What follows belongs to an exercise in optimizing a design on an open flow for small area, a short achievable clock period and few clock cycles per item; a production flow would make more cautious choices. Where RTL was checked, it was by simulation tests only, not by an equivalence proof against the original.

Design xtea_core, start of the top module:
module xtea_core (
    input  logic         clock,
    input  logic         reset_n,
    input  logic         in_valid,
    output logic         in_ready,
    input  logic         mode,
    input  logic [31:0]  data_in1,
    input  logic [31:0]  data_in2,
    input  logic [127:0] key_in,
    output logic         out_valid,
    input  logic         out_ready,
    output logic [31:0]  data_out1,
    output logic [31:0]  data_out2,
    output logic         busy
);
    localparam logic [31:0] DELTA   = 32'h9E3779B9;
    localparam logic [31:0] SUM_DEC = 32'hC6EF3720;
    logic         prep;     
    logic         run;      
    logic         full;     
    logic         ph;       
    logic         mode_q;
    logic [31:0]  x;
    logic [31:0]  y;
    logic [31:0]  sum;      
    logic [31:0]  kk;       
    logic [127:0] key_q;
    logic         idle;
    logic         accept;
    logic         last;
    logic         fin_dec;
    logic [1:0]   idx;
    logic [31:0]  kw;
    logic [31:0]  mx;
    logic [31:0]  y_new;
    function automatic logic [31:0] add_bk(input logic [31:0] a, input logic [31:0] b,
                                           input logic cin);
        logic [32:0] gg;
        logic [32:0] pp;
        logic [31:0] p;
        p  = a ^ b;
        gg = {a & b, cin};
        pp = {p, 1'b0};
        for (int d = 1; d < 33; d = d * 2) begin
            for (int i = 2 * d - 1; i < 33; i = i + 2 * d) begin
                gg[i] = gg[i] | (pp[i] & gg[i - d]);
  ...
Size: ~260 flip-flops, roughly 260 I/O pins.
export LEC_CHECK = 0
export CAP_MARGIN = 20
export CORE_MARGIN = 2
export CORE_UTILIZATION = 40
export SLEW_MARGIN = 20
create_clock -name core_clock -period 12.0 [get_ports {clock}]
standard.sh (not shown) runs the stock make flow with config.mk's settings and CLKGATE_MAP_FILE= SYNTH_SCRIPT=/design/flow/synth_recipe.tcl, a recipe that flattens the netlist after the stock synthesis.
==> flow/flow/run.sh <==
#!/bin/bash
# Layout flow: the standard flow (standard.sh: the standard synthesis, floorplan, place,
# CTS, route, finish) with the ports buffered by the smallest buffer cell instead of the delay
# buffer buffer_ports picks by default. Each ORFS step logs to orfs/logs/; the whole make
# output goes to flow.log in this folder.
set -euo pipefail
export BUFFER_PORTS_ARGS="-buffer_cell sky130_fd_sc_hd__buf_1"
bash standard.sh > flow.log 2>&1
The first run completed with no timing, DRC or antenna violations.
Rerun with:
==> flow/run.sh (new file) <==
#!/bin/bash
# synth_recipe.tcl (not shown) runs the flow's synth.tcl, then flattens the netlist and writes it again
# the make line also repeats each setting of config.mk as NAME=value (left out here)
make -C /OpenROAD-flow-scripts/flow DESIGN_CONFIG=/design/flow/config.mk WORK_HOME=/design/flow/orfs CLKGATE_MAP_FILE= SYNTH_SCRIPT=/design/flow/synth_recipe.tcl finish
removed: flow/flow/run.sh
removed: flow/standard.sh
=> Routed wire length decreases by 2.0%. Final area increases by 9.0%. Via count decreases by 0.99%. Clock skew decreases by 0.0037 ns. Core utilization increases by 4.3 points. Global-route usage decreases by 0.38 points. Final cell count is unchanged. Critical path depth decreases by 14. Flip-flop and latch count does not change.
No run of this note included a check of the RTL's function; only the layout flow was run.


Another version of the RTL of xtea_core (not shown whole).
For scale: about 1400 cells after synthesis, roughly 260 I/O pins.
export LEC_CHECK = 0
export CAP_MARGIN = 20
export CORE_MARGIN = 2
export CORE_UTILIZATION = 55
export SLEW_MARGIN = 20
create_clock -name core_clock -period 12.0 [get_ports {clock}]
==> flow/flow/run.sh <==
#!/bin/bash
# Layout flow: the standard flow with these changes:
# - synthesis: the standard flow's synthesis script (flow/synth.tcl) with ABC mapping by flow/map.abc,
#   run into syn/; its netlist is then handed to the standard flow as SYNTH_NETLIST_FILES;
# - the ports are buffered by the smallest buffer cell (buf_1);
# - clock tree synthesis adds no dummy loads, uses clkbuf_8 and clusters up to 14 sinks;
set -euo pipefail
here=$(pwd)
export FLOW_ABC_SCRIPT=$here/flow/map.abc
make -C "$FLOW_HOME" DESIGN_CONFIG="$here/config.mk" WORK_HOME="$here/syn" CLKGATE_MAP_FILE= \
  SYNTH_SCRIPT="$here/flow/synth.tcl" synth > synth.log 2>&1
export SYNTH_NETLIST_FILES=$here/syn/results/$FLOW_PLATFORM/xtea_core/base/1_2_yosys.v
export BUFFER_PORTS_ARGS="-buffer_cell sky130_fd_sc_hd__buf_1"
export CTS_ARGS="-sink_clustering_enable -repair_clock_nets -dont_use_dummy_load -buf_list {sky130_fd_sc_hd__clkbuf_8} -sink_clustering_size 14 -sink_clustering_max_diameter 80"
export SETUP_SLACK_MARGIN=7.2
bash standard.sh > flow.log 2>&1
==> flow/flow/map.abc <==
&get -n
&st
&dch
&nf {D}
&put
buffer
upsize {D}
dnsize {D}
==> flow/flow/synth.tcl <==
# The standard flow's synthesis script (synth_recipe.tcl) with one change: Yosys's abc calls map the logic
# with the ABC script named by $::env(FLOW_ABC_SCRIPT) instead of ORFS's abc_speed.script.
proc synth {args} { yosys synth -nofsm -noshare {*}$args }
proc abc {args} {
  set i [lsearch -exact $args -script]
  if {$i >= 0} {
    set args [lreplace $args $i [expr {$i + 1}] -script $::env(FLOW_ABC_SCRIPT)]
  }
  yosys abc {*}$args
}
source $::env(SCRIPTS_DIR)/synth.tcl
# left out here: clear keep_hierarchy, flatten, clean up, hide names made inside functions, write 1_2_yosys.v
The first run finished clean.
Testbench counts at the start, summed over its fixed seeds: cycles 25,917, items 384.
Then changed:
--- a/flow/flow/run.sh
+++ b/flow/flow/run.sh
@@ -15 +15 @@
-export SETUP_SLACK_MARGIN=7.2
+export SETUP_SLACK_MARGIN=7.4
Synthesized cell count does not change; via count stays flat; non-clock buffer count went up by 11.
Then changed:
--- a/flow/flow/run.sh
+++ b/flow/flow/run.sh
@@ -15 +15 @@
-export SETUP_SLACK_MARGIN=7.4
+export SETUP_SLACK_MARGIN=7.5
The new run went through all stages and came out clean. Synthesized area does not change. Design area climbs by about 2%. Critical path depth climbs by 1. Global-route usage came out higher by 0.14 points. Clock skew is about the same. Clock-buffer cell count does not change. Wire length climbs by about 1.2%. Utilization is higher by 1.3 points. First-iteration DRC count is higher by about 12%.
Then changed:
--- a/flow/flow/run.sh
+++ b/flow/flow/run.sh
@@ -6 +6 @@
-# - clock tree synthesis adds no dummy loads, uses clkbuf_8 and clusters up to 14 sinks;
+# - clock tree synthesis adds no dummy loads, uses clkbuf_8 and clusters up to 17 sinks;
@@ -14,2 +14,2 @@
-export CTS_ARGS="-sink_clustering_enable -repair_clock_nets -dont_use_dummy_load -buf_list {sky130_fd_sc_hd__clkbuf_8} -sink_clustering_size 14 -sink_clustering_max_diameter 80"
-export SETUP_SLACK_MARGIN=7.5
+export CTS_ARGS="-sink_clustering_enable -repair_clock_nets -dont_use_dummy_load -buf_list {sky130_fd_sc_hd__clkbuf_8} -sink_clustering_size 17 -sink_clustering_max_diameter 80"
+export SETUP_SLACK_MARGIN=7.4
What happened:
- worst setup slack is better by 0.033 ns
- fmax rises by 0.74%
- routed wire length falls by 1.6%
- non-clock buffer count went down by 16
- die area is unchanged
- global-route usage is about the same
- final area came out lower by 2.1%

==> port drivers added, routing unchanged <==
The results above use ideal ports. As a check the final layouts listed here were re-extracted and re-timed, cells and wires unchanged. Step 1, drivers: a clkbuf_16 drives clock and a buf_2 each remaining input, both assumed. Step 2 moves the port delays by t, midway between the first and last clock arrival at a register: inputs arrive t later, outputs are due t later. That takes back most of the time a late clock gives input paths. a / b / c = ideal / step 1 / step 2; a / b = the first two.
| run | shift t [ns] | setup slack, ns | cell pins on the clock port's net |
|---|---|---|---|
| the first run of note 1 | 0.620 | 6.403 / 6.403 / 6.403 | 1 |
| the second run of note 1 | 0.626 | 5.944 / 5.918 / 5.918 | 1 |
| the first run of note 2 | 0.592 | 7.369 / 7.369 / 7.369 | 1 |
| the second run of note 2 | 0.589 | 7.559 / 7.559 / 7.523 | 1 |
| the third run of note 2 | 0.587 | 7.513 / 7.513 / 7.513 | 1 |
| the fourth run of note 2 | 0.585 | 7.547 / 7.547 / 7.511 | 1 |
After both steps every run listed still meets setup and hold.
